Context: an optimization exercise on an open-source flow, tuned for small area, a short achievable clock period and few clock cycles per item. The choices shown serve that exercise and are no tape-out recipe. The RTL was checked by simulation tests, not by an equivalence proof against the original design. No activity file was given, so power comes from the tool's default toggle rates.

==> flow/design.v <==
`default_nettype none
package taurus_decode_pkg;
    localparam int xlen = 64;
    typedef enum logic [2:0] {
        fmt_r       = 3'd0,
        fmt_i       = 3'd1,
        fmt_s       = 3'd2,
        fmt_b       = 3'd3,
        fmt_u       = 3'd4,
        fmt_j       = 3'd5,
        fmt_illegal = 3'd6
    } inst_fmt_e;
    localparam logic [6:0] op_lui       = 7'b0110111;
    localparam logic [6:0] op_auipc     = 7'b0010111;
    localparam logic [6:0] op_jal       = 7'b1101111;
    localparam logic [6:0] op_jalr      = 7'b1100111;
    localparam logic [6:0] op_branch    = 7'b1100011;
    localparam logic [6:0] op_load      = 7'b0000011;
    localparam logic [6:0] op_store     = 7'b0100011;
    localparam logic [6:0] op_op_imm    = 7'b0010011;
    localparam logic [6:0] op_op        = 7'b0110011;
    localparam logic [6:0] op_op_imm_32 = 7'b0011011;
    localparam logic [6:0] op_op_32     = 7'b0111011;
    localparam logic [6:0] op_system    = 7'b1110011;
    localparam logic [2:0] cls_r     = 3'd0;
    localparam logic [2:0] cls_i     = 3'd1;
    localparam logic [2:0] cls_s     = 3'd2;
    localparam logic [2:0] cls_b     = 3'd3;
    localparam logic [2:0] cls_lui   = 3'd4;
    localparam logic [2:0] cls_j     = 3'd5;
    localparam logic [2:0] cls_ill   = 3'd6;
    localparam logic [2:0] cls_auipc = 3'd7;
    localparam int entry_w = xlen + 25 + 3 + 3;
    localparam int record_w = entry_w - 3 + 31 + 3;
    function automatic integer ceil_log2(input integer n);
        integer r, i;
        begin
            r = 0;
            for (i = 0; i < 31; i = i + 1) begin
                if ((1 << i) < n) r = i + 1;
            end
            ceil_log2 = r;
        end
    endfunction
endpackage
`default_nettype wire
`timescale 1ns/1ps
`default_nettype none
module common_bypass_buffer #(
    parameter int width      = 1,
    parameter int main_width = 1
) (
    input  wire      clk,
    input  wire      reset,
    input  wire [width-1:0] prev_data,
    input  wire      prev_valid,
    output logic     prev_ready,
    output logic [width-1:0]      sel_data,
    input  wire  [main_width-1:0] main_data,
    output logic [main_width-1:0] next_data,
    output logic     next_valid,
    input  wire      next_ready
);
    logic [width-1:0] skid_q;
    logic             main_v, skid_v;
    assign prev_ready = !skid_v;
    assign next_valid = main_v;
    assign sel_data   = skid_v ? skid_q : prev_data;
    always_ff @(posedge clk) begin
        if (!skid_v) begin
            skid_q <= prev_data;
        end
    end
    always_ff @(posedge clk) begin
        if (!main_v || next_ready) begin
            next_data <= main_data;
        end
    end
    always_ff @(posedge clk) begin
        if (reset) begin
            main_v <= 1'b0;
            skid_v <= 1'b0;
        end else begin
            if (!main_v || next_ready) begin
                main_v <= skid_v || prev_valid;
                skid_v <= 1'b0;
            end else if (!skid_v) begin
                skid_v <= prev_valid;
            end
        end
    end
endmodule
`default_nettype wire
`timescale 1ns/1ps
`default_nettype none
module decode_stage (
    input  wire  [31:0] in_inst,
    output logic [2:0]  out_cls
);
    always_comb begin
        case (in_inst[6:0])
            taurus_decode_pkg::op_op, taurus_decode_pkg::op_op_32:
                out_cls = taurus_decode_pkg::cls_r;
            taurus_decode_pkg::op_op_imm, taurus_decode_pkg::op_op_imm_32, taurus_decode_pkg::op_load,
            taurus_decode_pkg::op_jalr, taurus_decode_pkg::op_system:
                out_cls = taurus_decode_pkg::cls_i;
            taurus_decode_pkg::op_store:  out_cls = taurus_decode_pkg::cls_s;
            taurus_decode_pkg::op_branch: out_cls = taurus_decode_pkg::cls_b;
            taurus_decode_pkg::op_lui:    out_cls = taurus_decode_pkg::cls_lui;
            taurus_decode_pkg::op_auipc:  out_cls = taurus_decode_pkg::cls_auipc;
            taurus_decode_pkg::op_jal:    out_cls = taurus_decode_pkg::cls_j;
            default:                      out_cls = taurus_decode_pkg::cls_ill;
        endcase
    end
endmodule
module target_sel_stage (
    input  wire        op5,
    input  wire        op3,
    input  wire        op2,
    output logic [2:0] out_sel
);
    assign out_sel = {!op2, op2 && op3, op2 && !op3 && op5};
endmodule
`default_nettype wire
`timescale 1ns/1ps
`default_nettype none
module imm_gen_stage (
    input  wire  [2:0]  in_cls,
    input  wire  [31:7] inst,
    output taurus_decode_pkg::inst_fmt_e out_fmt,
    output logic [4:0]  out_rd,
    output logic [taurus_decode_pkg::xlen-1:0] out_imm
);
    always_comb begin
        case (in_cls)
            taurus_decode_pkg::cls_r:     out_fmt = taurus_decode_pkg::fmt_r;
            taurus_decode_pkg::cls_i:     out_fmt = taurus_decode_pkg::fmt_i;
            taurus_decode_pkg::cls_s:     out_fmt = taurus_decode_pkg::fmt_s;
            taurus_decode_pkg::cls_b:     out_fmt = taurus_decode_pkg::fmt_b;
            taurus_decode_pkg::cls_lui,
            taurus_decode_pkg::cls_auipc: out_fmt = taurus_decode_pkg::fmt_u;
            taurus_decode_pkg::cls_j:     out_fmt = taurus_decode_pkg::fmt_j;
            default:                      out_fmt = taurus_decode_pkg::fmt_illegal;
        endcase
    end
    assign out_rd = (in_cls == taurus_decode_pkg::cls_s || in_cls == taurus_decode_pkg::cls_b)
                    ? 5'd0 : inst[11:7];
    always_comb begin
        case (in_cls)
            taurus_decode_pkg::cls_i:   out_imm = {{52{inst[31]}}, inst[31:20]};
            taurus_decode_pkg::cls_s:   out_imm = {{52{inst[31]}}, inst[31:25], inst[11:7]};
            taurus_decode_pkg::cls_b:   out_imm = {{51{inst[31]}}, inst[31], inst[7],
                                                   inst[30:25], inst[11:8], 1'b0};
            taurus_decode_pkg::cls_lui,
            taurus_decode_pkg::cls_auipc: out_imm = {{32{inst[31]}}, inst[31:12], 12'd0};
            taurus_decode_pkg::cls_j:   out_imm = {{43{inst[31]}}, inst[31], inst[19:12],
                                                   inst[20], inst[30:21], 1'b0};
            default:                    out_imm = '0;
        endcase
    end
endmodule
`default_nettype wire
`timescale 1ns/1ps
`default_nettype none
module target_operand_stage (
    input  wire  [2:0]  in_sel,
    input  wire  [31:1] in_pc,
    input  wire  [31:7] inst,
    output logic [31:1] out_base,
    output logic [31:1] out_addend
);
    always_comb begin
        if (in_sel[2]) begin
            out_addend = {{19{inst[31]}}, inst[31], inst[7], inst[30:25], inst[11:8]};
        end else if (in_sel[1]) begin
            out_addend = {{11{inst[31]}}, inst[31], inst[19:12], inst[20], inst[30:21]};
        end else begin
            out_addend = {inst[31:12], 11'd0};
        end
    end
    assign out_base = in_sel[0] ? 31'd0 : in_pc;
endmodule
module target_calc_stage (
    input  wire  [2:0]  in_cls,
    input  wire  [31:1] in_base,
    input  wire  [31:1] in_addend,
    input  wire  [31:1] in_pc,
    input  wire         inst31,
    output logic [31:1] out_target_lo,
    output logic        out_inc,       
    output logic        out_dec,       
    output logic        out_lui        
);
    logic        use_imm;
    logic [31:1] sum;
    logic [31:2] link;
    logic        sum_carry, link_carry;
    assign use_imm = in_cls == taurus_decode_pkg::cls_b || in_cls == taurus_decode_pkg::cls_j
                  || in_cls == taurus_decode_pkg::cls_auipc || in_cls == taurus_decode_pkg::cls_lui;
    prefix_adder #(.width(31)) u_add (
        .a    (in_base),
        .b    (in_addend),
        .sum  (sum),
        .cout (sum_carry)
    );
    assign {link_carry, link} = {1'b0, in_pc[31:2]} + 31'd1;
    assign out_target_lo = use_imm ? sum : {link, in_pc[1]};
    assign out_inc = use_imm ? sum_carry && !inst31 : link_carry;
    assign out_dec = use_imm && !sum_carry && inst31;
    assign out_lui = in_cls == taurus_decode_pkg::cls_lui;
endmodule
module target_hi_stage (
    input  wire  [63:32] in_pc,
    input  wire          inst31,
    input  wire          inc,
    input  wire          dec,
    input  wire          lui,
    output logic [63:32] out_target_hi
);
    logic [63:32] run;    
    prefix_and #(.width(32)) u_run (
        .a   (in_pc ^ {32{dec}}),
        .all (run)
    );
    assign out_target_hi = lui ? {32{inst31}} : in_pc ^ ({32{inc || dec}} & run);
endmodule
module prefix_and #(
    parameter int width = 8
) (
    input  wire  [width-1:0] a,
    output logic [width-1:0] all
);
    localparam int levels = taurus_decode_pkg::ceil_log2(width);
    logic [width-1:0] t [0:levels];
    always_comb begin
        t[0] = {a[width-2:0], 1'b1};
        for (int l = 0; l < levels; l++) begin
            for (int i = 0; i < width; i++) begin
                if ((i >> l) % 2 == 1) begin
                    t[l+1][i] = t[l][i] & t[l][((i >> l) << l) - 1];
                end else begin
                    t[l+1][i] = t[l][i];
                end
            end
        end
    end
    assign all = t[levels];
endmodule
module prefix_adder #(
    parameter int width = 8,
    parameter int style = 1
) (
    input  wire  [width-1:0] a,
    input  wire  [width-1:0] b,
    output logic [width-1:0] sum,
    output logic             cout
);
    localparam int levels = taurus_decode_pkg::ceil_log2(width);
    logic [width-1:0] g [0:levels];
    logic [width-1:0] p [0:levels];
    always_comb begin
        g[0] = a & b;
        p[0] = a ^ b;
        for (int l = 0; l < levels; l++) begin
            for (int i = 0; i < width; i++) begin
                if (style == 0) begin
                    if (i >= (1 << l)) begin
                        g[l+1][i] = g[l][i] | (p[l][i] & g[l][i - (1 << l)]);
                        p[l+1][i] = p[l][i] & p[l][i - (1 << l)];
                    end else begin
                        g[l+1][i] = g[l][i];
                        p[l+1][i] = p[l][i];
                    end
                end else begin
                    if ((i >> l) % 2 == 1) begin
                        g[l+1][i] = g[l][i] | (p[l][i] & g[l][((i >> l) << l) - 1]);
                        p[l+1][i] = p[l][i] & p[l][((i >> l) << l) - 1];
                    end else begin
                        g[l+1][i] = g[l][i];
                        p[l+1][i] = p[l][i];
                    end
                end
            end
        end
    end
    assign sum  = p[0] ^ {g[levels][width-2:0], 1'b0};
    assign cout = g[levels][width-1];
endmodule
`default_nettype wire
`timescale 1ns/1ps
`default_nettype none
module decode_pipe_top (
    input  wire             clk,
    input  wire             reset,
    input  wire             in_valid,
    output logic            in_ready,
    input  wire [taurus_decode_pkg::xlen-1:0]  in_pc,
    input  wire [31:0]      in_inst,
    output logic            out_valid,
    input  wire             out_ready,
    output logic [taurus_decode_pkg::xlen-1:0] out_pc,
    output taurus_decode_pkg::inst_fmt_e       out_fmt,
    output logic [4:0]      out_rd,
    output logic [taurus_decode_pkg::xlen-1:0] out_imm,
    output logic [taurus_decode_pkg::xlen-1:0] out_target
);
    logic [2:0]  in_cls, s_cls, q_cls;
    logic [63:0] s_pc;
    logic [31:7] s_inst, q_inst;
    logic [31:1] s_tlo, q_tlo;
    logic        s_inc, s_dec, s_lui, q_inc, q_dec, q_lui;
    logic [2:0]  s_op;      
    logic [2:0]  s_sel;
    logic [31:1] s_base, s_addend;
    decode_stage u_decode (
        .in_inst (in_inst),
        .out_cls (in_cls)
    );
    target_sel_stage u_target_sel (
        .op5     (s_op[2]),
        .op3     (s_op[1]),
        .op2     (s_op[0]),
        .out_sel (s_sel)
    );
    target_operand_stage u_operand (
        .in_sel     (s_sel),
        .in_pc      (s_pc[31:1]),
        .inst       (s_inst),
        .out_base   (s_base),
        .out_addend (s_addend)
    );
    target_calc_stage u_target_calc (
        .in_cls        (s_cls),
        .in_base       (s_base),
        .in_addend     (s_addend),
        .in_pc         (s_pc[31:1]),
        .inst31        (s_inst[31]),
        .out_target_lo (s_tlo),
        .out_inc       (s_inc),
        .out_dec       (s_dec),
        .out_lui       (s_lui)
    );
    common_bypass_buffer #(
        .width      (taurus_decode_pkg::entry_w),
        .main_width (taurus_decode_pkg::record_w)
    ) u_buffer (
        .clk        (clk),
        .reset      (reset),
        .prev_data  ({in_pc, in_inst[31:7], in_cls, in_inst[5], in_inst[3:2]}),
        .prev_valid (in_valid),
        .prev_ready (in_ready),
        .sel_data   ({s_pc, s_inst, s_cls, s_op}),
        .main_data  ({s_pc, s_inst, s_cls, s_tlo, s_inc, s_dec, s_lui}),
        .next_data  ({out_pc, q_inst, q_cls, q_tlo, q_inc, q_dec, q_lui}),
        .next_valid (out_valid),
        .next_ready (out_ready)
    );
    imm_gen_stage u_imm_gen (
        .in_cls  (q_cls),
        .inst    (q_inst),
        .out_fmt (out_fmt),
        .out_rd  (out_rd),
        .out_imm (out_imm)
    );
    target_hi_stage u_target_hi (
        .in_pc         (out_pc[63:32]),
        .inst31        (q_inst[31]),
        .inc           (q_inc),
        .dec           (q_dec),
        .lui           (q_lui),
        .out_target_hi (out_target[63:32])
    );
    assign out_target[31:1] = q_tlo;
    assign out_target[0]    = out_pc[0] && !q_lui;
endmodule
`default_nettype wire
==> flow/flow/run.sh <==
#!/bin/bash
# The standard layout (standard.sh) with three changes:
#  - the port buffers are the smallest buffer cell (buf_1), resized later as
#    timing needs;
#  - full adders are left to ABC instead of being extracted into adder cells;
#  - the upper-half and lower-half target logic are mapped on their own, so
#    that ABC keeps their depth short;
#  - the slow stacked AND/OR cells are kept out of mapping and resizing, on
#    top of the platform's own don't-use list.
# Each tool's full output is in the ORFS logs under orfs/logs; make's own
# output is in standard.log.
PLATFORM_DONT_USE="sky130_fd_sc_hd__probe_p_8 sky130_fd_sc_hd__probec_p_8 sky130_fd_sc_hd__lpflow_bleeder_1 sky130_fd_sc_hd__lpflow_clkbufkapwr_1 sky130_fd_sc_hd__lpflow_clkbufkapwr_16 sky130_fd_sc_hd__lpflow_clkbufkapwr_2 sky130_fd_sc_hd__lpflow_clkbufkapwr_4 sky130_fd_sc_hd__lpflow_clkbufkapwr_8 sky130_fd_sc_hd__lpflow_clkinvkapwr_1 sky130_fd_sc_hd__lpflow_clkinvkapwr_16 sky130_fd_sc_hd__lpflow_clkinvkapwr_2 sky130_fd_sc_hd__lpflow_clkinvkapwr_4 sky130_fd_sc_hd__lpflow_clkinvkapwr_8 sky130_fd_sc_hd__lpflow_decapkapwr_12 sky130_fd_sc_hd__lpflow_decapkapwr_3 sky130_fd_sc_hd__lpflow_decapkapwr_4 sky130_fd_sc_hd__lpflow_decapkapwr_6 sky130_fd_sc_hd__lpflow_decapkapwr_8 sky130_fd_sc_hd__lpflow_inputiso0n_1 sky130_fd_sc_hd__lpflow_inputiso0p_1 sky130_fd_sc_hd__lpflow_inputiso1n_1 sky130_fd_sc_hd__lpflow_inputiso1p_1 sky130_fd_sc_hd__lpflow_inputisolatch_1 sky130_fd_sc_hd__lpflow_isobufsrc_1 sky130_fd_sc_hd__lpflow_isobufsrc_16 sky130_fd_sc_hd__lpflow_isobufsrc_2 sky130_fd_sc_hd__lpflow_isobufsrc_4 sky130_fd_sc_hd__lpflow_isobufsrc_8 sky130_fd_sc_hd__lpflow_isobufsrckapwr_16 sky130_fd_sc_hd__lpflow_lsbuf_lh_hl_isowell_tap_1 sky130_fd_sc_hd__lpflow_lsbuf_lh_hl_isowell_tap_2 sky130_fd_sc_hd__lpflow_lsbuf_lh_hl_isowell_tap_4 sky130_fd_sc_hd__lpflow_lsbuf_lh_isowell_4 sky130_fd_sc_hd__lpflow_lsbuf_lh_isowell_tap_1 sky130_fd_sc_hd__lpflow_lsbuf_lh_isowell_tap_2 sky130_fd_sc_hd__lpflow_lsbuf_lh_isowell_tap_4"
SLOW=""
for c in a2111o a311o a32o a41o and4 and4b and4bb o2111a o311a o32a o41a or3 or3b or4 or4b or4bb maj3; do
  for n in 1 2 4; do SLOW="$SLOW sky130_fd_sc_hd__${c}_$n"; done
done
bash standard.sh BUFFER_PORTS_ARGS="-buffer_cell sky130_fd_sc_hd__buf_1" ADDER_MAP_FILE= \
  DONT_USE_CELLS="$PLATFORM_DONT_USE$SLOW" SYNTH_KEEP_MODULES="target_hi_stage target_calc_stage" finish > standard.log 2>&1
==> flow/standard.sh <==
#!/bin/bash
# synth_recipe.tcl (not shown) runs the flow's synth.tcl, then flattens the netlist and writes it again
# the make line also repeats each setting of config.mk as NAME=value (left out here)
make -C /OpenROAD-flow-scripts/flow DESIGN_CONFIG=/design/flow/config.mk WORK_HOME=/design/flow/orfs CLKGATE_MAP_FILE= SYNTH_SCRIPT=/design/flow/synth_recipe.tcl "${@:-finish}"
==> flow/config.mk <==
export PLATFORM = sky130hd
export DESIGN_NAME = decode_pipe_top
export DESIGN_NICKNAME = decode_pipe_top
export VERILOG_FILES = /design/flow/design.v
export SDC_FILE = /design/flow/constraint.sdc
export NUM_CORES = 4
export LEC_CHECK = 0
export CAP_MARGIN = 20
export CORE_MARGIN = 2
export CORE_UTILIZATION = 65
export CTS_CLUSTER_DIAMETER = 100
export CTS_CLUSTER_SIZE = 25
export SETUP_SLACK_MARGIN = 1.5
export SLEW_MARGIN = 20
==> flow/constraint.sdc <==
create_clock -name core_clock -period 5.5 [get_ports {clk}]
set_input_delay 1.1000 -clock core_clock [delete_from_list [all_inputs] [get_ports {clk}]]
set_output_delay 1.1000 -clock core_clock [all_outputs]
set_load 0.01 [all_outputs]
==> results of run 1 <==
per-module statistics from Yosys, one instance, submodules excluded:
module             flip-flops and latches  area (sq um)  cells inside  times used
target_calc_stage                       0          2407           376           1
decode_pipe_top                       223          8309           569           1
target_hi_stage                         0          1365           204           1
metrics by stage:
step                      hold slack, ps  utilization  instances  cell area (sq um)
after detailed placement           459.1       0.7196       1598              13020
final                              480.5       0.7733       1651              13990
after global routing               494.3       0.7732       1650              13980
after floorplan                    446.0            -       1149              12080
after CTS                          481.1       0.7466       1624              13500
after global placement             450.5       0.7196       1598              13020
sequential cells by signal, summed over array words and instances (netlist names):
register	flops
u_buffer.main_v	1
u_buffer.next_data	126
u_buffer.skid_q	95
u_buffer.skid_v	1
synth_stat cells (all sizes together), types with 3 or more instances:
cell type	n	area share
and2	26	0.014
and3b	3	0.0022
o21a	4	0.0025
nand4b	4	0.0041
a211oi	6	0.0037
nor3	19	0.0083
a31oi	24	0.012
a2111oi	3	0.0023
a21o	17	0.011
nor2	91	0.028
nand3	23	0.012
o31ai	8	0.0054
dfxtp	97	0.16
nor4b	8	0.0096
a22o	5	0.0036
nor2b	12	0.0064
mux2	87	0.082
edfxtp	126	0.31
xnor2	63	0.046
and3	10	0.0056
or2	7	0.0036
inv	42	0.013
mux2i	12	0.0099
nand2b	16	0.0085
buf	68	0.041
a31o	14	0.010
nor4	9	0.0089
clkbuf	21	0.0066
nand2	68	0.021
nand3b	4	0.0025
o22ai	4	0.0021
nand4	18	0.0098
nor3b	3	0.0019
o21ai	47	0.020
a21oi	65	0.027
o2111ai	3	0.0022
a22oi	9	0.0056
a311oi	5	0.0041
a21boi	34	0.021
xor2	42	0.030
layer usage:
| layer | track usage | routed length [microns] | up-vias |
|---|---|---|---|
| met5 | 0 | 0 | - |
| met3 | 0.04513 | 2194 | 62 |
| met2 | 0.4910 | 14920 | 387 |
| met1 | 0.3865 | 12720 | 4583 |
| li1 | - | - | 4651 |
| met4 | 0.08772 | 884 | 0 |
final cells by class:
class / count / area (sq um) / share of cell area
Multi-Input combinational cell: 795 / 5907 / 0.4223
Sequential cell: 223 / 5729 / 0.4096
Timing Repair Buffer: 340 / 1538 / 0.1099
Clock buffer: 20 / 361.6 / 0.02585
Tap cell: 229 / 286.5 / 0.02049
Inverter: 43 / 161.4 / 0.01154
Antenna cell: 1 / 2.502 / 0.0001789
report_power, final:
group | internal [W] | switching (W) | leakage [nW]
clock | 0.000455 | 0.000501 | 0.174
sequential | 0.00191 | 0.0000737 | 2.12
combinational | 0.000369 | 0.000569 | 2.82
cells by family (layout without fill, tap and decap cells):
logic type,count (synthesis),after routing,synth area share
flops,223,223,0.4739
simple gates,325,325,0.1501
xor+xnor,105,105,0.07612
compound gates,265,265,0.1470
mux,99,100,0.09165
other cells,0,1,0
buf+inv,132,403,0.06131
worst max-delay path: stages:
cell and delay [ps]:
buf_2 150, nand2b_1 130, o21ai_4 280, buf_12 210, a21boi_1 140, a31o_2 320
a311oi_4 410, nor4_4 100, o21ai_1 210, nand2b_1 170, buf_4 180, a21o_1 170
and2_1 180, o21ai_1 170, xnor2_1 160, o21ai_1 80
how the worst min path moves through the flow:
stage,to,cells past startpoint
2_1_floorplan,u_buffer.skid_q[31]$_DFF_P_,1
6_report,u_buffer.skid_q[65]$_DFF_P_,1
5_1_grt,u_buffer.skid_q[65]$_DFF_P_,1
4_1_cts,u_buffer.skid_q[65]$_DFF_P_,1
3_5_place_dp,u_buffer.skid_q[65]$_DFF_P_,1
3_3_place_gp,u_buffer.skid_q[63]$_DFF_P_,1
repair_timing:
| item | 4_1_cts | 5_1_grt |
|---|---|---|
| pin swaps | 1 | 9 |
| resized for setup | 18 | 61 |
| setup endpoints to repair | 46 | 28 |
| buffers inserted | 6 | 22 |
| gates cloned | 0 | 3 |
==> flow_metrics.env, run 1 <==
export IMPL_async_reset_ff_frac=0
export IMPL_layout_min_cycle_time_ps=3950
export IMPL_r2r_end="u_buffer.next_data[29]$_DFFE_PP_"
export IMPL_dr_pass1_iters=5
export IMPL_first_global_vias=8865
export IMPL_drtAntennaViolNets=0
export IMPL_skew_ps=18.04
export IMPL_critPathKind="in -> reg"
export IMPL_antenna_found_initial=0
export IMPL_fmax_mhz=253.2
export IMPL_synth_ff_type="edfxtp_1"
export IMPL_cp_data_arrival_time_ps=4180
export IMPL_fp_dieH_microns=140.3
export IMPL_vias=9683
export IMPL_min_path_type="reg -> reg"
export IMPL_detailed_place_hpwl_microns=21780
export IMPL_final_common_cell="buf_1"
export IMPL_powerDensity_nw_per_um2=277.3
export IMPL_viasPerCell=5.865
export IMPL_hold_buffers=0
export IMPL_cts_buffers=12
export IMPL_reg2reg_depth=12
export IMPL_rows=49
export IMPL_r2r_start="u_buffer.skid_v$_SDFF_PP0_"
export IMPL_yosys_warnings=9
export IMPL_insertion_delay_ps=470
export IMPL_setup_viol=0
export IMPL_finalPower_w=0.003878
export IMPL_rsz0062_at_grt="true"
export IMPL_crit_path_max_fanout=13
export IMPL_fill_cells=1301
export IMPL_syn_area_sq_um=12080
export IMPL_globalRouteOverflowTotal=0
export IMPL_maxCapViolCount=0
export IMPL_fp_dieW_microns=140.3
export IMPL_core_area_sq_um=18090
export IMPL_crit_path_end="u_buffer.next_data[21]$_DFFE_PP_"
export IMPL_ys_types=86
export IMPL_fin_nets=1515
export IMPL_place_ws_ps=653.7
export IMPL_status="timing/DRC/antenna clean"
export IMPL_gp_congestion=0.9314
export IMPL_die_area_sq_um=19690
export IMPL_grt_max_degree=71
export IMPL_wirelength_microns=30720
export IMPL_grt_pass1_wl_microns=46260
export IMPL_final_hold_viol_count=0
export IMPL_p_leak_nw=5.121
export IMPL_ys_seq_area_frac=0.4739
export IMPL_slew_viol_final=0
export IMPL_cts_path_max_buffers=3
export IMPL_synth_edf_count=126
export IMPL_crit_start="in_inst[2]"
export IMPL_syn_to_final_growth_pct=15.76
export IMPL_ir_worst_vdd_mv=0.3242
export IMPL_wl_per_cell_microns=18.61
export IMPL_drive_above_1_share=0.1640
export IMPL_r2r_setup_slack_ps=1640
export IMPL_initial_utilization=0.6680
export IMPL_tightest_slew_ps=919.8
export IMPL_worst_slack_ps=1550
export IMPL_relSlewSlack=0.3839
export IMPL_final_period_utilization=0.7181
export IMPL_io_pins=302
export IMPL_dr_first_iter_drc_count=770
export IMPL_yosys_register_bits=223
export IMPL_grt_usage=0.2895
export IMPL_required_ps=5730
export IMPL_cp_end_kind="register"
export IMPL_hold_start="u_buffer.skid_q[65]$_DFF_P_"
export IMPL_start_kind="primary input"
export IMPL_syn_inst=1149
export IMPL_place_port_buffers=301
export IMPL_synth_fp_nets=1249
export IMPL_clkSinkCount=223
export IMPL_finalSetupTns_ps=0
export IMPL_htreeDepth=1
export IMPL_final_cell_mix="buf_1, edfxtp_1, dfxtp_1"
export IMPL_avgSynthCellArea_sq_um=10.51
export IMPL_cts_root_buf="clkbuf_16"
export IMPL_clkSlewWorstSetupHoldPaths_ps=100
export IMPL_drc_errors=0
export IMPL_cts_tree="built"
Testbench counts, summed over its fixed seeds: cycles 9,165, items 8,000.
==> run 2, diff against run 1 <==
--- a/flow/flow/run.sh
+++ b/flow/flow/run.sh
@@ -17,2 +17,2 @@
 bash standard.sh BUFFER_PORTS_ARGS="-buffer_cell sky130_fd_sc_hd__buf_1" ADDER_MAP_FILE= \
-  DONT_USE_CELLS="$PLATFORM_DONT_USE$SLOW" SYNTH_KEEP_MODULES="target_hi_stage target_calc_stage" finish > standard.log 2>&1
+  SYNTH_KEEP_MODULES="target_hi_stage target_calc_stage" finish > standard.log 2>&1
==> run 2 against run 1 <==
Compared with the run above:
- critical path type is now reg -> out
- register-to-register slack got worse by 90 ps
- cell count down 4.5%
- fmax fell by 8.6%
- worst setup slack worse by 370 ps
- critical path depth shrank 9
- global-route usage rose by 0.32 points
- still clean on timing, DRC and antenna
- worst hold slack got worse by 1.1 ps
==> flow_metrics.env, run 2 <==
export IMPL_wl_per_cell_microns=18.79
export IMPL_syn_inst=1060
export IMPL_detailed_place_hpwl_microns=20390
export IMPL_cts_path_max_buffers=3
export IMPL_hold_buffers=0
export IMPL_reg_top3="u_buffer.next_data (126), u_buffer.skid_q (95)"
export IMPL_grt_pass1_wl_microns=42990
export IMPL_fmax_mhz=231.4
export IMPL_first_global_vias=8429
export IMPL_cts_root_buf="clkbuf_16"
export IMPL_powerDensity_nw_per_um2=280.5
export IMPL_finalPower_w=0.003823
export IMPL_largest_reg_flops=126
export IMPL_grtUsageMet3=0.04562
export IMPL_final_common_cell="buf_1"
export IMPL_core_area_sq_um=17360
export IMPL_worst_slack_ps=1178
export IMPL_final_period_utilization=0.7858
export IMPL_fp_dieH_microns=137.4
export IMPL_synth_area_top_cells="edfxtp_1, dfxtp_1, mux2_2"
export IMPL_synth_top_area_cell="edfxtp_1"
export IMPL_yosysMostFrequentCell="edfxtp_1"
export IMPL_start_kind="register"
export IMPL_rsz0062_at_grt="true"
export IMPL_rows=48
export IMPL_layout_min_cycle_time_ps=4322
export IMPL_dr_first_iter_drc_count=642
export IMPL_cts_buffers=12
export IMPL_drive_above_1_share=0.1850
export IMPL_gp_congestion=0.8911
export IMPL_status="timing/DRC/antenna clean"
export IMPL_required_ps=4400
export IMPL_htreeDepth=1
export IMPL_gr_max_usage_layer="met2"
export IMPL_place_port_buffers=301
export IMPL_io_pins=302
export IMPL_fp_dieW_microns=137.4
export IMPL_dr_pass1_iters=5
export IMPL_critPathKind="reg -> out"
export IMPL_tightest_slew_ps=1082
export IMPL_placed_area_sq_um=12590
export IMPL_vias=9195
export IMPL_cts_tree="built"
export IMPL_skew_ps=13.49
export IMPL_avgSynthCellArea_sq_um=10.92
export IMPL_ys_types=79
export IMPL_regMostFlops="u_buffer.next_data"
export IMPL_die_area_sq_um=18890
export IMPL_clkSlewWorstSetupHoldPaths_ps=90
export IMPL_viasPerCell=5.834
export IMPL_globalRouteOverflowTotal=0
export IMPL_yosys_register_bits=223
export IMPL_wirelength_microns=29610
export IMPL_insertion_delay_ps=480
export IMPL_synth_edf_count=126
export IMPL_grt_max_degree=53
export IMPL_crit_path_max_fanout=6
export IMPL_maxCapViolCount=0
export IMPL_yosys_warnings=9
export IMPL_fin_area_sq_um=13630
export IMPL_syn_area_sq_um=11570
export IMPL_ys_seq_area_frac=0.4946
export IMPL_syn_to_final_growth_pct=17.73
export IMPL_initial_utilization=0.6669
export IMPL_async_reset_ff_frac=0
export IMPL_antenna_found_initial=0
export IMPL_synth_top_area_frac=0.3269
export IMPL_fin_nets=1446
export IMPL_met2_usage=0.5238
export IMPL_finalSetupTns_ps=0
export IMPL_final_cell_mix="buf_1, edfxtp_1, dfxtp_1"
export IMPL_p_leak_nw=4.957
export IMPL_reg2reg_depth=13
export IMPL_cp_end_kind="output pin"
export IMPL_drc_errors=0
export IMPL_final_hold_viol_count=0
export IMPL_slew_viol_final=0
export IMPL_setup_viol=0
export IMPL_relSlewSlack=0.2782
export IMPL_synth_fp_nets=1160
export IMPL_grt_usage=0.2927
export IMPL_place_ws_ps=452.5
export IMPL_grtUsageMet1=0.3648
export IMPL_holdPathStages=1
export IMPL_diodes=0
export IMPL_ir_worst_vdd_mv=0.3107
export IMPL_cp_data_arrival_time_ps=3220
export IMPL_clkSinkCount=223
export IMPL_min_path_type="reg -> reg"
export IMPL_synth_commonest_cells="edfxtp_1, dfxtp_1, mux2_2"
export IMPL_drtAntennaViolNets=0
export IMPL_synth_ff_type="edfxtp_1"
[run 2: cell types whose count changed in the layout (fill, tap and decap cells not counted), moves of 11 or more]
cell,before,now
a31o_2,12,0
buf_1,298,283
nor2_1,83,69
and2_1,25,14
buf_4,27,45
buf_2,2,14
nand2_1,66,55
inv_1,41,23
[run 2: logic make-up (layout without fill, tap and decap cells)]
kind of cell / count (synthesis) / in the layout / share of synthesized area
AOI/OAI and AO/OA: 230 / 230 / 0.1311
xor gates and xnor gates: 107 / 107 / 0.08096
adders and majority gates: 19 / 19 / 0.01719
buffers and inverters: 113 / 400 / 0.05643
DFF: 223 / 223 / 0.4946
muxes: 104 / 105 / 0.09956
and+or+nand+nor: 264 / 267 / 0.1201
[run 2: cell type report]
type / count / area [sq um]
fillers: 1181 / 3730
multi-input cells: 728 / 5495
flip-flops and latches: 223 / 5729
clock buffers: 19 / 357.8
inverters: 26 / 97.59
repair buffers: 355 / 1665
well taps: 225 / 281.5
[run 2: path summary, 6_finish.rpt]
kind	from	slack, ps	end
worst max-delay path	u_buffer.next_data[95]$_DFFE_PP_	1180	out_target[56]
worst min-delay path	u_buffer.skid_q[73]$_DFF_P_	480	u_buffer.skid_q[73]$_DFF_P_
worst max register to register	u_buffer.skid_v$_SDFF_PP0_	1550	u_buffer.next_data[14]$_DFFE_PP_
worst min register to register	u_buffer.skid_q[73]$_DFF_P_	480	u_buffer.skid_q[73]$_DFF_P_
[run 2: critical path, stage by stage, from the launching register on]
cell and delay (ps):
edfxtp_1 390, or4b_4 550, o32a_1 390, buf_4 200
or4_2 640, o31ai_1 280, a31oi_1 110, buf_2 190
[run 2: where the power goes]
part	internal [W]	switching (W)
Sequential	0.00191	0.0000728
Clock	0.000452	0.000500
Combinational	0.000366	0.000521
[run 2: stage by stage]
stage	cells	util	hold WS, ps
detailed placement	1512	0.7253	458.1
CTS	1559	0.7686	480.3
floorplan	1060	-	446.0
global route	1576	0.7851	498.2
finish	1576	0.7851	479.4
global placement	1512	0.7253	450.7
[run 2: what timing repair did]
| item | 4_1_cts | 5_1_grt |
|---|---|---|
| cloned | 3 | 2 |
| pin swaps | 21 | 22 |
| setup endpoints to repair | 36 | 31 |
| resized for setup | 47 | 44 |
| setup buffers | 25 | 15 |
[run 2: routing by layer]
| layer | vias up | part of all wire |
|---|---|---|
| met5 | - | 0 |
| met4 | 0 | 0.024 |
| met3 | 49 | 0.072 |
| met2 | 362 | 0.51 |
| met1 | 4399 | 0.40 |
| li1 | 4385 | - |
[run 2: per-module statistics from Yosys, one instance, submodules excluded]
module / copies in the design / flops+latches
decode_pipe_top: 1 / 223
target_calc_stage: 1 / 0
target_hi_stage: 1 / 0
==> run 3, diff against run 2 <==
--- a/flow/flow/run.sh
+++ b/flow/flow/run.sh
@@ -1,3 +1,3 @@
 #!/bin/bash
-# The standard layout (standard.sh) with three changes:
+# The standard layout (standard.sh) with four changes:
 #  - the port buffers are the smallest buffer cell (buf_1), resized later as
--- a/flow/config.mk
+++ b/flow/config.mk
@@ -7,2 +7,3 @@
 export LEC_CHECK = 0
+export ABC_AREA = 1
 export CAP_MARGIN = 20
@@ -12,3 +13,3 @@
 export CTS_CLUSTER_SIZE = 25
-export SETUP_SLACK_MARGIN = 1.5
+export SETUP_SLACK_MARGIN = 1.8
 export SLEW_MARGIN = 20
==> run 3 against run 2 <==
Compared with the run above:
- flip-flop and latch count unchanged
- via count up 31%
- register-to-register slack better by 570 ps
- first-iteration DRC count up 36%
- final area up 4.8%
- worst hold slack worse by 24 ps
- clock power up 0.4%
- routed wire length up 14%
- critical endpoint is now out_target[58]
==> flow_metrics.env, run 3 <==
export IMPL_status="timing/DRC/antenna clean"
export IMPL_synth_top_area_cell="edfxtp_1"
export IMPL_layout_min_cycle_time_ps=3563
export IMPL_final_hold_viol_count=0
export IMPL_fp_dieW_microns=144.0
export IMPL_dr_first_iter_drc_count=876
export IMPL_synthSimpleGateAreaFrac=0.3588
export IMPL_synth_top_area_frac=0.2969
export IMPL_antenna_found_initial=3
export IMPL_fp_dieH_microns=144.0
export IMPL_fill_cells=1580
export IMPL_required_ps=4400
export IMPL_setup_viol=0
export IMPL_gp_congestion=0.9543
export IMPL_cts_buffers=12
export IMPL_seq_area_sq_um=5729
export IMPL_syn_to_final_growth_pct=12.08
export IMPL_powerDensity_nw_per_um2=275.1
export IMPL_core_area_sq_um=19330
export IMPL_skew_ps=17.27
export IMPL_synth_compound_area_frac=0.06136
export IMPL_drc_errors=0
export IMPL_wl_per_cell_microns=14.83
export IMPL_wirelength_microns=33860
export IMPL_async_reset_ff_frac=0
export IMPL_cts_path_max_buffers=3
export IMPL_cp_end_kind="output pin"
export IMPL_fmax_mhz=280.6
export IMPL_synth_area_top_cells="edfxtp_1, nand2_1, dfxtp_1"
export IMPL_relSlewSlack=0.3239
export IMPL_place_port_buffers=301
export IMPL_clkPwrFrac=0.243
export IMPL_grt_pass1_wl_microns=52060
export IMPL_grt_usage=0.3143
export IMPL_finalSetupTns_ps=0
export IMPL_final_common_cell="nand2_1"
export IMPL_stdcell_count=2283
export IMPL_synth_top_family_by_area="simple AND/OR/NAND/NOR gates"
export IMPL_slowest_stage="edfxtp_1"
export IMPL_clkSlewWorstSetupHoldPaths_ps=100
export IMPL_grt_max_degree=129
export IMPL_reg2reg_depth=19
export IMPL_reg_top3="u_buffer.next_data (126), u_buffer.skid_q (95)"
export IMPL_holdWs_ps=455.1
export IMPL_cts_root_buf="clkbuf_16"
export IMPL_path_common_cell="nand2_1"
export IMPL_rows=51
export IMPL_avgSynthCellArea_sq_um=7.233
export IMPL_synth_ff_type="edfxtp_1"
export IMPL_synth_area_mux_share=0
export IMPL_min_path_type="reg -> reg"
export IMPL_insertion_delay_ps=480
export IMPL_placed_area_sq_um=13690
export IMPL_p_switching_w=0.001255
export IMPL_ir_worst_vdd_mv=0.2856
export IMPL_syn_area_sq_um=12740
export IMPL_ys_types=48
export IMPL_dp_cells=2248
export IMPL_clkSinkCount=223
export IMPL_first_global_vias=10520
export IMPL_syn_inst=1762
export IMPL_cts_tree="built"
export IMPL_maxCapViolCount=0
export IMPL_critPathKind="reg -> out"
export IMPL_internal_power_w=0.002674
export IMPL_p_leak_nw=7.051
export IMPL_p_seq_frac=0.507
export IMPL_start_kind="register"
export IMPL_final_cell_mix="nand2_1, buf_1, inv_1"
export IMPL_fin_nets=2110
export IMPL_multiInputGateArea_sq_um=5665
export IMPL_path_cells="buf_4 > buf_4 > nand2_1 > inv_1 > nor2_1 > nand2_1 > nor2_4 > nand2_4 > nor2_1 > nand3_1 > nand2_1 > nand3_1 > nand2_1 > clkbuf_2"
export IMPL_drive_above_1_share=0.07391
export IMPL_initial_utilization=0.6592
export IMPL_vias=12020
export IMPL_slew_viol_final=0
export IMPL_hold_buffers=0
export IMPL_rsz0062_at_grt="false"
export IMPL_holdPathStages=2
export IMPL_largest_reg_flops=126
export IMPL_cpPeakStageDelay_ps=420
export IMPL_detailed_place_hpwl_microns=24730
export IMPL_htreeDepth=1
export IMPL_drtAntennaViolNets=0
export IMPL_synth_edf_count=126
export IMPL_ys_seq_area_frac=0.4492
export IMPL_die_area_sq_um=20740
export IMPL_viasPerCell=5.266
export IMPL_yosys_warnings=9
export IMPL_synth_commonest_cells="nand2_1, inv_1, nor2_1"
export IMPL_globalRouteOverflowTotal=0
export IMPL_io_pins=302
export IMPL_crit_path_max_fanout=11
export IMPL_yosys_register_bits=223
export IMPL_pwr_share_comb=0.250
export IMPL_switching_share=0.3194
export IMPL_dr_pass1_iters=7
export IMPL_synth_fa_ha_area_frac=0
export IMPL_synthXorXnorAreaFrac=0.01630
export IMPL_regMostFlops="u_buffer.next_data"
export IMPL_final_period_utilization=0.6479
export IMPL_fin_area_sq_um=14280
export IMPL_yosysMostFrequentCell="nand2_1"
export IMPL_tightest_slew_ps=1014
export IMPL_synth_fp_nets=1862
export IMPL_cp_data_arrival_time_ps=2460
[run 3: power groups by stage]
stage          sequential (W)  combinational [W]  clock [W]
2_1_floorplan         0.00205           0.000665          0
3_3_place_gp          0.00203           0.000917          0
3_5_place_dp          0.00203           0.000935          0
4_1_cts               0.00199           0.000952   0.000969
5_1_grt               0.00201            0.00110    0.00102
6_report              0.00199           0.000982   0.000956
[run 3: what timing repair did]
| item | 4_1_cts | 5_1_grt |
|---|---|---|
| pin swaps | 1 | 3 |
| buffers inserted | 4 | 6 |
| endpoints found under the setup margin | 82 | 78 |
| gates resized for setup | 3 | 28 |
| gates cloned | 1 | 2 |
[run 3: final timing paths]
kind	slack [ps]	endpoint	from
setup / recovery	1940	out_target[58]	u_buffer.next_data[1]$_DFFE_PP_
hold / removal	460	u_buffer.skid_q[67]$_DFF_P_	u_buffer.skid_q[67]$_DFF_P_
setup reg to reg	2120	u_buffer.next_data[23]$_DFFE_PP_	u_buffer.skid_v$_SDFF_PP0_
hold reg to reg	460	u_buffer.skid_q[67]$_DFF_P_	u_buffer.skid_q[67]$_DFF_P_
[run 3: kinds of logic after synthesis]
group                     count (synthesis)
buffers and inverters                   315
DFF                                     223
xor gates and xnor gates                 22
AOI/OAI and AO/OA                       135
and+or+nand+nor                        1067
[run 3: layout make-up]
cell class              count  share of cell area
flip-flops and latches    223              0.4011
multi-input cells        1227              0.3966
repair buffers            316             0.09206
inverters                 230             0.06132
clock buffers              20             0.02532
well taps                 265             0.02321
diodes                      2           0.0003504
[run 3: routing by layer]
metal / track usage / wire length (microns) / vias up
met5: 0 / 9 / -
li1: - / - / 6014
met1: 0.4134 / 14030 / 5403
met4: 0.09804 / 917 / 2
met3: 0.03742 / 2623 / 66
met2: 0.5461 / 16280 / 537
[run 3: critical path, delay by kind of cell (launching register included)]
kind	cells	cell delay, ps
and+or+nand+nor	10	980
buffers and inverters	4	580
DFF	1	420
[run 3: metrics by stage]
stage               setup slack [ps]  utilization  total power, W
floorplan                       2331            -        0.002717
global placement                1393       0.7074        0.002947
detailed placement              1353       0.7078        0.002969
CTS                             1805       0.7295        0.003912
global route                    1765       0.7388        0.004122
finish                          1937       0.7388        0.003929
[run 3: per-module statistics from Yosys (local to each module, per instance)]
module             times used  area (sq um)  cells
decode_pipe_top             1          8333    816
target_calc_stage           1          2751    597
target_hi_stage             1          1660    349
==> run 4, diff against run 3 <==
--- a/flow/flow/run.sh
+++ b/flow/flow/run.sh
@@ -17,2 +17,2 @@
 bash standard.sh BUFFER_PORTS_ARGS="-buffer_cell sky130_fd_sc_hd__buf_1" ADDER_MAP_FILE= \
-  SYNTH_KEEP_MODULES="target_hi_stage target_calc_stage" finish > standard.log 2>&1
+  DONT_USE_CELLS="$PLATFORM_DONT_USE$SLOW" SYNTH_KEEP_MODULES="target_hi_stage target_calc_stage" finish > standard.log 2>&1
--- a/flow/config.mk
+++ b/flow/config.mk
@@ -13,3 +13,3 @@
 export CTS_CLUSTER_SIZE = 25
-export SETUP_SLACK_MARGIN = 1.8
+export SETUP_SLACK_MARGIN = 2.1
 export SLEW_MARGIN = 20
==> run 4 against run 3 <==
Compared with the run above:
- highest routed layer is now met4
- die area fell by 0.31%
- fmax fell by 0.47%
- routed wire length rose by 4.3%
- worst hold slack improved by 3.4 ps
- still clean
- cell count rose by 0.18%
- sequential share of layout area fell by 1.3 points
- core utilization rose by 2.4 points
- global-route usage rose by 0.90 points
==> flow_metrics.env, run 4 <==
export IMPL_insertion_delay_ps=480
export IMPL_maxCapViolCount=0
export IMPL_min_path_type="reg -> reg"
export IMPL_final_hold_viol_count=0
export IMPL_hold_buffers=0
export IMPL_ir_worst_vdd_mv=0.3674
export IMPL_grt_usage=0.3233
export IMPL_wl_per_cell_microns=15.45
export IMPL_rows=51
export IMPL_antenna_found_initial=3
export IMPL_synth_commonest_cells="nand2_1, inv_1, nor2_1"
export IMPL_clkSlewWorstSetupHoldPaths_ps=90
export IMPL_place_ws_ps=1415
export IMPL_grt_max_degree=129
export IMPL_final_cell_mix="nand2_1, buf_1, inv_1"
export IMPL_regMostFlops="u_buffer.next_data"
export IMPL_required_ps=4400
export IMPL_crit_start="u_buffer.next_data[1]$_DFFE_PP_"
export IMPL_drc_errors=0
export IMPL_synth_fp_nets=1846
export IMPL_crit_path_max_fanout=24
export IMPL_crit_path_end="out_target[53]"
export IMPL_r2r_start="u_buffer.skid_v$_SDFF_PP0_"
export IMPL_fill_cells=1507
export IMPL_skew_ps=17.45
export IMPL_vias=12150
export IMPL_worst_slack_ps=1920
export IMPL_detailed_place_hpwl_microns=24080
export IMPL_wirelength_microns=35330
export IMPL_synth_area_top_cells="edfxtp_1, nand2_1, dfxtp_1"
export IMPL_finalSetupTns_ps=0
export IMPL_rsz0062_at_grt="true"
export IMPL_cts_root_buf="clkbuf_16"
export IMPL_critPathKind="reg -> out"
export IMPL_tightest_slew_ps=1021
export IMPL_fp_dieW_microns=143.8
export IMPL_slew_viol_final=0
export IMPL_final_period_utilization=0.6509
export IMPL_r2r_end="u_buffer.next_data[29]$_DFFE_PP_"
export IMPL_status="timing/DRC/antenna clean"
export IMPL_place_port_buffers=301
export IMPL_syn_inst=1746
export IMPL_cts_path_max_buffers=3
export IMPL_avgSynthCellArea_sq_um=7.276
export IMPL_core_area_sq_um=19330
export IMPL_viasPerCell=5.313
export IMPL_cp_data_arrival_time_ps=2480
export IMPL_layout_min_cycle_time_ps=3580
export IMPL_syn_to_final_growth_pct=16.11
export IMPL_start_kind="register"
export IMPL_io_pins=302
export IMPL_ys_seq_area_frac=0.4507
export IMPL_synth_edf_count=126
export IMPL_setup_viol=0
export IMPL_synth_top_area_cell="edfxtp_1"
export IMPL_grt_pass1_wl_microns=53090
export IMPL_die_area_sq_um=20680
export IMPL_drtAntennaViolNets=0
export IMPL_cts_buffers=12
export IMPL_cts_tree="built"
export IMPL_globalRouteOverflowTotal=0
export IMPL_ys_types=49
export IMPL_first_global_vias=10810
export IMPL_dr_first_iter_drc_count=933
export IMPL_synth_top_area_frac=0.2978
export IMPL_p_leak_nw=7.225
export IMPL_holdWs_ps=458.4
export IMPL_yosysMostFrequentCell="nand2_1"
export IMPL_final_common_cell="nand2_1"
export IMPL_r2r_setup_slack_ps=2330
export IMPL_synth_ff_type="edfxtp_1"
export IMPL_htreeDepth=1
export IMPL_reg_top3="u_buffer.next_data (126), u_buffer.skid_q (95)"
export IMPL_syn_area_sq_um=12700
export IMPL_dr_pass1_iters=5
export IMPL_cp_end_kind="output pin"
export IMPL_fmax_mhz=279.3
export IMPL_reg2reg_depth=18
export IMPL_largest_reg_flops=126
export IMPL_clkSinkCount=223
export IMPL_yosys_warnings=9
export IMPL_fin_nets=2114
export IMPL_fp_dieH_microns=143.8
export IMPL_drive_above_1_share=0.1189
export IMPL_powerDensity_nw_per_um2=272.1
export IMPL_yosys_register_bits=223
export IMPL_async_reset_ff_frac=0
export IMPL_initial_utilization=0.6571
export IMPL_relSlewSlack=0.3192
export IMPL_gp_congestion=0.9566
[run 4: changes by cell type after synthesis, sizes merged, moves of 2 or more]
cell,previous run,this run
inv,227,221
o22ai,5,7
nand2,707,700
nor3,25,19
o21ai,82,80
[run 4: Yosys stat by module, one instance, submodules excluded]
| module | area, sq um | cells inside | flops+latches |
|---|---|---|---|
| target_calc_stage | 2711 | 581 | 0 |
| decode_pipe_top | 8333 | 816 | 223 |
| target_hi_stage | 1660 | 349 | 0 |
[run 4: stage by stage]
stage / cell area (sq um) / total power [W] / instances / utilization
2_1_floorplan: 12710 / 0.002720 / 1746 / -
3_5_place_dp: 13660 / 0.002979 / 2231 / 0.7064
5_1_grt: 14750 / 0.004205 / 2287 / 0.7630
6_report: 14750 / 0.004014 / 2287 / 0.7630
4_1_cts: 14460 / 0.003975 / 2272 / 0.7479
3_3_place_gp: 13620 / 0.002950 / 2230 / 0.7046
[run 4: final cells by class]
cell class / instances / area (sq um) / area share
Clock buffer: 19 / 357.8 / 0.02426
Tap cell: 265 / 331.6 / 0.02248
Sequential cell: 223 / 5729 / 0.3884
Multi-Input combinational cell: 1217 / 5864 / 0.3975
Antenna cell: 3 / 7.507 / 0.0005089
Timing Repair inverter: 1 / 7.507 / 0.0005089
Timing Repair Buffer: 334 / 1584 / 0.1074
Inverter: 225 / 869.6 / 0.05895
[run 4: worst max-delay path: stages (launching register included)]
cell and delay, ps:
edfxtp_1 400, buf_6 160, buf_16 160, nand2_2 60, nand2_2 70, nor2_4 180
nand3_4 160, nor2_4 200, clkbuf_16 190, nand3_2 60, nand2_1 80, nand3_1 70
nand2_1 70, buf_2 150
[run 4: power breakdown]
part	leakage (nW)	switching, W	total (W)	internal, W
Combinational	4.92	0.000722	0.00106	0.000335
Clock	0.173	0.000507	0.000960	0.000453
Sequential	2.13	0.0000736	0.00200	0.00192
[run 4: routing by layer]
layer | wire [microns] | GRT usage | up-vias
li1 | - | - | 6018
met1 | 14350 | 0.4126 | 5480
met2 | 16900 | 0.5549 | 561
met3 | 2826 | 0.04465 | 92
met4 | 1255 | 0.1326 | 0
met5 | 0 | 0 | -
[run 4: cells by family after synthesis]
family / synth area share
DFF: 0.4507
and+or+nand+nor: 0.3576
buffers and inverters: 0.1133
xor gates and xnor gates: 0.01635
AOI/OAI and AO/OA: 0.06214
[run 4: timing repair]
item | in CTS | in global routing
gates cloned | 4 | 2
setup endpoints to repair | 105 | 109
pin swaps | 7 | 14
setup buffers | 18 | 10
resized for setup | 65 | 70
[run 4: worst min path at each step]
stage                                      from                          end  slack, ps  depth (start not counted)
floorplan           u_buffer.skid_q[93]$_DFF_P_  u_buffer.skid_q[93]$_DFF_P_        410                          2
detailed placement  u_buffer.skid_q[93]$_DFF_P_  u_buffer.skid_q[93]$_DFF_P_        430                          2
global placement    u_buffer.skid_q[93]$_DFF_P_  u_buffer.skid_q[93]$_DFF_P_        420                          2
global route        u_buffer.skid_q[89]$_DFF_P_  u_buffer.skid_q[89]$_DFF_P_        480                          2
finish              u_buffer.skid_q[78]$_DFF_P_  u_buffer.skid_q[78]$_DFF_P_        460                          2
CTS                 u_buffer.skid_q[93]$_DFF_P_  u_buffer.skid_q[93]$_DFF_P_        460                          2
==> run 5, diff against run 4 <==
--- a/flow/config.mk
+++ b/flow/config.mk
@@ -13,3 +13,3 @@
 export CTS_CLUSTER_SIZE = 25
-export SETUP_SLACK_MARGIN = 2.1
+export SETUP_SLACK_MARGIN = 1.8
 export SLEW_MARGIN = 20
==> run 5 against run 4 <==
Compared with the run above:
- clock power hardly changed
- first-iteration DRC count is 7.7% lower
- synthesized cell count stayed put
- largest cell class is now sequential cells
- critical path depth stayed put
==> flow_metrics.env, run 5 <==
export IMPL_io_pins=302
export IMPL_clkSlewWorstSetupHoldPaths_ps=100
export IMPL_holdPathStages=2
export IMPL_wirelength_microns=34140
export IMPL_avgSynthCellArea_sq_um=7.276
export IMPL_r2r_end="u_buffer.next_data[29]$_DFFE_PP_"
export IMPL_worst_slack_ps=1861
export IMPL_r2r_start="u_buffer.skid_v$_SDFF_PP0_"
export IMPL_viasPerCell=5.278
export IMPL_p_seq_frac=0.504
export IMPL_crit_start="u_buffer.next_data[1]$_DFFE_PP_"
export IMPL_dr_pass1_iters=5
export IMPL_synth_fp_nets=1846
export IMPL_rows=51
export IMPL_globalRouteOverflowTotal=0
export IMPL_holdWs_ps=458.6
export IMPL_synth_ff_type="edfxtp_1"
export IMPL_yosysMostFrequentCell="nand2_1"
export IMPL_maxCapViolCount=0
export IMPL_async_reset_ff_frac=0
export IMPL_vias=12000
export IMPL_pwr_share_comb=0.253
export IMPL_fp_dieH_microns=143.8
export IMPL_required_ps=4400
export IMPL_fp_dieW_microns=143.8
export IMPL_synth_commonest_cells="nand2_1, inv_1, nor2_1"
export IMPL_die_area_sq_um=20680
export IMPL_ir_worst_vdd_mv=0.3674
export IMPL_skew_ps=16.20
export IMPL_finalSetupTns_ps=0
export IMPL_final_common_cell="nand2_1"
export IMPL_p_leak_nw=7.025
export IMPL_status="timing/DRC/antenna clean"
export IMPL_initial_utilization=0.6571
export IMPL_syn_inst=1746
export IMPL_clkPwrFrac=0.243
export IMPL_syn_area_sq_um=12700
export IMPL_finalPower_w=0.003957
export IMPL_switching_share=0.3224
export IMPL_layout_min_cycle_time_ps=3639
export IMPL_hold_end="u_buffer.skid_q[69]$_DFF_P_"
export IMPL_final_period_utilization=0.6616
export IMPL_grt_pass1_wl_microns=51930
export IMPL_regMostFlops="u_buffer.next_data"
export IMPL_fin_nets=2100
export IMPL_first_global_vias=10570
export IMPL_critPathKind="reg -> out"
export IMPL_grt_max_degree=129
export IMPL_crit_path_max_fanout=16
export IMPL_relSlewSlack=0.3045
export IMPL_fmax_mhz=274.8
export IMPL_grt_usage=0.3156
export IMPL_yosys_register_bits=223
export IMPL_cp_end_kind="output pin"
export IMPL_ys_seq_area_frac=0.4507
export IMPL_min_path_type="reg -> reg"
export IMPL_syn_to_final_growth_pct=12.76
export IMPL_core_area_sq_um=19330
export IMPL_cts_buffers=12
export IMPL_synth_top_area_cell="edfxtp_1"
export IMPL_antenna_found_initial=3
export IMPL_reg2reg_depth=18
export IMPL_cp_data_arrival_time_ps=2540
export IMPL_start_kind="register"
export IMPL_final_cell_mix="nand2_1, buf_1, inv_1"
export IMPL_slew_viol_final=0
export IMPL_dr_first_iter_drc_count=861
export IMPL_place_ws_ps=1415
export IMPL_stdcell_count=2273
export IMPL_htreeDepth=1
export IMPL_largest_reg_flops=126
export IMPL_tightest_slew_ps=1041
export IMPL_wl_per_cell_microns=15.02
export IMPL_powerDensity_nw_per_um2=276.2
export IMPL_synth_top_area_frac=0.2978
export IMPL_synth_edf_count=126
export IMPL_final_hold_viol_count=0
export IMPL_hold_start="u_buffer.skid_q[69]$_DFF_P_"
export IMPL_drtAntennaViolNets=0
export IMPL_ys_types=49
export IMPL_yosys_warnings=9
export IMPL_cts_root_buf="clkbuf_16"
export IMPL_synth_area_top_cells="edfxtp_1, nand2_1, dfxtp_1"
export IMPL_clkSinkCount=223
export IMPL_detailed_place_hpwl_microns=24080
export IMPL_p_switching_w=0.001276
export IMPL_r2r_setup_slack_ps=2100
export IMPL_setup_viol=0
export IMPL_dp_cells=2231
export IMPL_internal_power_w=0.002681
export IMPL_place_port_buffers=301
export IMPL_insertion_delay_ps=470
export IMPL_cts_tree="built"
export IMPL_reg_top3="u_buffer.next_data (126), u_buffer.skid_q (95)"
export IMPL_cts_path_max_buffers=3
export IMPL_drc_errors=0
export IMPL_gp_congestion=0.9566
export IMPL_rsz0062_at_grt="true"
export IMPL_drive_above_1_share=0.08628
export IMPL_hold_buffers=0
## run 5: per-stage QoR
step	utilization	area [sq um]
6_report	0.7410	14330
5_1_grt	0.7410	14330
3_5_place_dp	0.7064	13660
3_3_place_gp	0.7046	13620
4_1_cts	0.7324	14160
2_1_floorplan	-	12710
## run 5: modules after synthesis (local to each module, per instance)
module / flip-flops and latches / cells / times used / cell area (sq um)
decode_pipe_top: 223 / 816 / 1 / 8333
target_calc_stage: 0 / 581 / 1 / 2711
target_hi_stage: 0 / 349 / 1 / 1660
## run 5: worst max-delay path, cell delays in order (launching register included)
cell	delay [ps]
edfxtp_1	400
buf_6	160
buf_6	130
buf_4	140
nand2_1	70
nand3_1	80
nor2_1	140
nand2_2	140
nor2_4	150
buf_12	150
nand4_1	90
nand3_1	130
nand2_1	100
clkbuf_2	170
## run 5: area by class of cell
cell class / instances / area, sq um
timing repair inverter: 3 / 17.52
inverter: 225 / 855.8
fill: 1583 / 5009
timing repair buffer: 319 / 1383
tap: 265 / 331.6
multi-input combinational: 1216 / 5644
sequential: 223 / 5729
antenna: 3 / 7.507
clock buffer: 19 / 357.8
## run 5: layer usage
metal | track usage | wire (microns) | vias up
met3 | 0.05098 | 2838 | 85
met2 | 0.5333 | 15980 | 524
met1 | 0.4039 | 13910 | 5395
met5 | 0 | 0 | -
li1 | - | - | 5992
met4 | 0.1321 | 1421 | 0
## run 5: kinds of logic after synthesis
| logic type | count (synthesis) | share of synthesized area |
|---|---|---|
| XOR/XNOR | 22 | 0.01635 |
| AO/OA/AOI/OAI | 136 | 0.06214 |
| AND/OR/NAND/NOR | 1055 | 0.3576 |
| buffers and inverters | 310 | 0.1133 |
| flip-flops | 223 | 0.4507 |
## run 5: timing repair
action                                  4_1_cts  5_1_grt
cloned                                        3        3
hold endpoints to repair                      0        0
endpoints found under the setup margin       79       97
pin swaps                                     2        4
resized for setup                             7       43
buffers inserted                              7        7
## run 5: worst max-delay path by stage
stage	end	cells after the start	slack [ps]
finish	out_target[62]	13	1860
global route	out_target[56]	14	1750
CTS	u_buffer.next_data[32]$_DFFE_PP_	18	1810
detailed placement	u_buffer.next_data[8]$_DFFE_PP_	15	1420
global placement	out_target[53]	11	1310
floorplan	u_buffer.next_data[32]$_DFFE_PP_	19	2340
## run 5: power by group through the flow
stage | logic (W) | registers, W | clock network [W]
2_1_floorplan | 0.000668 | 0.00205 | 0
3_3_place_gp | 0.000916 | 0.00203 | 0
3_5_place_dp | 0.000946 | 0.00203 | 0
4_1_cts | 0.000967 | 0.00200 | 0.000979
5_1_grt | 0.00112 | 0.00201 | 0.00102
6_report | 0.00100 | 0.00200 | 0.000961
==> run 6, diff against run 5 <==
--- a/flow/config.mk
+++ b/flow/config.mk
@@ -10,3 +10,3 @@
 export CORE_MARGIN = 2
-export CORE_UTILIZATION = 65
+export CORE_UTILIZATION = 75
 export CTS_CLUSTER_DIAMETER = 100
==> run 6 against run 5 <==
Compared with the run above:
- flip-flop and latch count unchanged
- final area down 0.38%
- global-route usage up 6.3 points
- cell count down 2.1%
- routed wire length up 6.5%
- sequential share of layout area up 0.15 points
- worst hold slack better by 6.9 ps
- via count up 5.2%
- first-iteration DRC count up 52%
- clock power up 2%
- critical path depth down 2
- critical path type unchanged
==> flow_metrics.env, run 6 <==
export IMPL_fp_dieH_microns=134.2
export IMPL_place_ws_ps=1504
export IMPL_final_hold_viol_count=0
export IMPL_largest_reg_flops=126
export IMPL_powerDensity_nw_per_um2=279.9
export IMPL_yosys_warnings=9
export IMPL_synth_fa_ha_area_frac=0
export IMPL_critPathKind="reg -> out"
export IMPL_cts_tree="built"
export IMPL_io_pins=302
export IMPL_synthSimpleGateAreaFrac=0.3576
export IMPL_syn_inst=1746
export IMPL_synthXorXnorAreaFrac=0.01635
export IMPL_finalSetupTns_ps=0
export IMPL_yosysMostFrequentCell="nand2_1"
export IMPL_avgSynthCellArea_sq_um=7.276
export IMPL_wirelength_microns=36370
export IMPL_viasPerCell=5.668
export IMPL_multiInputGateArea_sq_um=5679
export IMPL_gp_congestion=0.9741
export IMPL_syn_to_final_growth_pct=12.34
export IMPL_cpPeakStageDelay_ps=470
export IMPL_synth_ff_type="edfxtp_1"
export IMPL_syn_area_sq_um=12700
export IMPL_required_ps=4400
export IMPL_async_reset_ff_frac=0
export IMPL_yosys_register_bits=223
export IMPL_cp_end_kind="output pin"
export IMPL_final_period_utilization=0.6776
export IMPL_synth_top_area_cell="edfxtp_1"
export IMPL_rows=47
export IMPL_place_port_buffers=301
export IMPL_rsz0062_at_grt="true"
export IMPL_seq_area_sq_um=5729
export IMPL_fmax_mhz=268.3
export IMPL_crit_path_max_fanout=17
export IMPL_wl_per_cell_microns=16.34
export IMPL_core_area_sq_um=16580
export IMPL_slew_viol_final=0
export IMPL_initial_utilization=0.7661
export IMPL_clkSlewWorstSetupHoldPaths_ps=100
export IMPL_detailed_place_hpwl_microns=24270
export IMPL_cts_buffers=12
export IMPL_regMostFlops="u_buffer.next_data"
export IMPL_status="timing/DRC/antenna clean"
export IMPL_synth_fp_nets=1846
export IMPL_fin_nets=2098
export IMPL_antenna_found_initial=2
export IMPL_grt_max_degree=129
export IMPL_tightest_slew_ps=1042
export IMPL_grt_usage=0.3783
export IMPL_clkSinkCount=223
export IMPL_cp_data_arrival_time_ps=2630
export IMPL_fill_cells=999
export IMPL_vias=12620
export IMPL_ys_types=49
export IMPL_final_core_util=0.8606
export IMPL_slowest_stage="edfxtp_1"
export IMPL_synth_edf_count=126
export IMPL_drc_errors=0
export IMPL_final_common_cell="nand2_1"
export IMPL_synth_area_top_cells="edfxtp_1, nand2_1, dfxtp_1"
export IMPL_final_cell_mix="nand2_1, buf_1, inv_1"
export IMPL_dr_first_iter_drc_count=1311
export IMPL_setup_viol=0
export IMPL_cts_root_buf="clkbuf_16"
export IMPL_drtAntennaViolNets=0
export IMPL_insertion_delay_ps=470
export IMPL_fp_dieW_microns=134.2
export IMPL_cts_path_max_buffers=3
export IMPL_htreeDepth=1
export IMPL_dr_pass1_iters=8
export IMPL_start_kind="register"
export IMPL_die_area_sq_um=18000
export IMPL_synth_commonest_cells="nand2_1, inv_1, nor2_1"
export IMPL_synth_compound_area_frac=0.06214
export IMPL_grt_pass1_wl_microns=54740
export IMPL_relSlewSlack=0.3047
export IMPL_worst_slack_ps=1773
export IMPL_synth_top_area_frac=0.2978
export IMPL_p_leak_nw=7.022
export IMPL_path_cells="buf_4 > clkbuf_16 > nand2_1 > nand2_1 > nor2_2 > nand3_1 > nor2_4 > nand3_1 > nand3_2 > nand2_1 > buf_2"
export IMPL_synth_top_family_by_area="simple AND/OR/NAND/NOR gates"
export IMPL_layout_min_cycle_time_ps=3727
export IMPL_synth_area_mux_share=0
export IMPL_path_common_cell="nand2_1"
export IMPL_maxCapViolCount=0
export IMPL_reg_top3="u_buffer.next_data (126), u_buffer.skid_q (95)"
export IMPL_min_path_type="reg -> reg"
export IMPL_skew_ps=16.62
export IMPL_ir_worst_vdd_mv=0.3735
export IMPL_ys_seq_area_frac=0.4507
export IMPL_drive_above_1_share=0.08782
export IMPL_globalRouteOverflowTotal=0
export IMPL_first_global_vias=11330
[run 6: cell counts after synthesis]
No cell type changed its count.
[run 6: modules after synthesis, one instance, submodules excluded]
module | cell area, sq um | cells | copies in the design
decode_pipe_top | 8333 | 816 | 1
target_calc_stage | 2711 | 581 | 1
target_hi_stage | 1660 | 349 | 1
[run 6: repair_timing]
| action | CTS | global route |
|---|---|---|
| endpoints found under the hold margin | 0 | 0 |
| gates resized for setup | 7 | 40 |
| pin swaps | 2 | 5 |
| cloned | 2 | 3 |
| buffers inserted | 4 | 8 |
| hold buffers | 0 | 0 |
| endpoints found under the setup margin | 54 | 44 |
[run 6: logic make-up after synthesis]
kind of cell              Yosys count
AOI/OAI and AO/OA                 136
xor gates and xnor gates           22
buffers and inverters             310
DFF                               223
and+or+nand+nor                  1055
[run 6: cell type report]
type | count | share of cell area
Sequential cell | 223 | 0.4014
Inverter | 225 | 0.06023
Timing Repair Buffer | 319 | 0.09547
Tap cell | 220 | 0.01929
Clock buffer | 20 | 0.02534
Multi-Input combinational cell | 1217 | 0.3979
Antenna cell | 2 | 0.0003507
[run 6: power breakdown]
part	switching [W]	leakage (nW)	internal [W]
clock network	0.000520	0.174	0.000456
logic	0.000714	4.72	0.000304
registers	0.0000769	2.13	0.00192
total	0.00131	7.02	0.00268
[run 6: final timing paths]
path,cells after the start,from,slack [ps],end
worst min-delay path,2,u_buffer.skid_q[76]$_DFF_P_,470,u_buffer.skid_q[76]$_DFF_P_
worst max-delay path,11,u_buffer.next_data[1]$_DFFE_PP_,1770,out_target[45]
worst min register to register,2,u_buffer.skid_q[76]$_DFF_P_,470,u_buffer.skid_q[76]$_DFF_P_
worst max register to register,17,u_buffer.skid_v$_SDFF_PP0_,2170,u_buffer.next_data[1]$_DFFE_PP_
[run 6: worst max-delay path: cells and delay by family, from the launching register on]
| family | cells | cell delay, ps |
|---|---|---|
| buffers and inverters | 3 | 540 |
| DFF | 1 | 470 |
| and+or+nand+nor | 8 | 1130 |
[run 6: metrics by stage]
stage	hold WS (ps)	area, sq um	instances	total power [W]
5_1_grt	477.8	14270	2225	0.004154
3_3_place_gp	424.7	13580	2187	0.002939
3_5_place_dp	435.9	13590	2187	0.002976
2_1_floorplan	414.3	12710	1746	0.002720
4_1_cts	460.9	14040	2213	0.003928
6_report	465.5	14270	2226	0.003995
[run 6: metal layers]
metal  GRT usage  wire (microns)
met5           0              12
met2      0.6410           17360
met4      0.1690            1981
met3     0.06349            3768
met1      0.4805           13250

re-timing with driven ports:
In the flow no input, the clock included, has a driving cell. The finished layouts below were timed again as built, in two steps. Step 1 sets driving cells, clkbuf_16 on the clock port and buf_2 on the other inputs (assumed; they add their load-dependent delay and slew). Step 2 moves the port delays by t, midway between the first and last clock arrival at a register: inputs arrive t later, outputs are due t later. That takes back most of the time a late clock gives input paths. a / b / c = ideal / step 1 / step 2; a / b = the first two.
run | t (ns) | setup slack, ns | worst setup path after step 2 | worst slew at a driven data input, ns | pins driven straight from the clock port
run 1 | 0.508 | 1.550 / 1.543 / 1.034 | input to register | 0.08 | 1
run 2 | 0.515 | 1.178 / 1.132 / 0.940 | input to register | 0.12 | 1
run 3 | 0.515 | 1.937 / 1.888 / 1.556 | input to register | 0.09 | 1
run 4 | 0.514 | 1.920 / 1.873 / 1.805 | input to register | 0.08 | 1
run 5 | 0.512 | 1.861 / 1.815 / 1.594 | input to register | 0.08 | 1
run 6 | 0.510 | 1.773 / 1.730 / 1.578 | input to register | 0.15 | 1
After both steps every run listed still meets setup and hold. For run 1, which loses most, drivers alone change the setup slack by -0.007 ns; drivers and shift together by -0.516 ns.
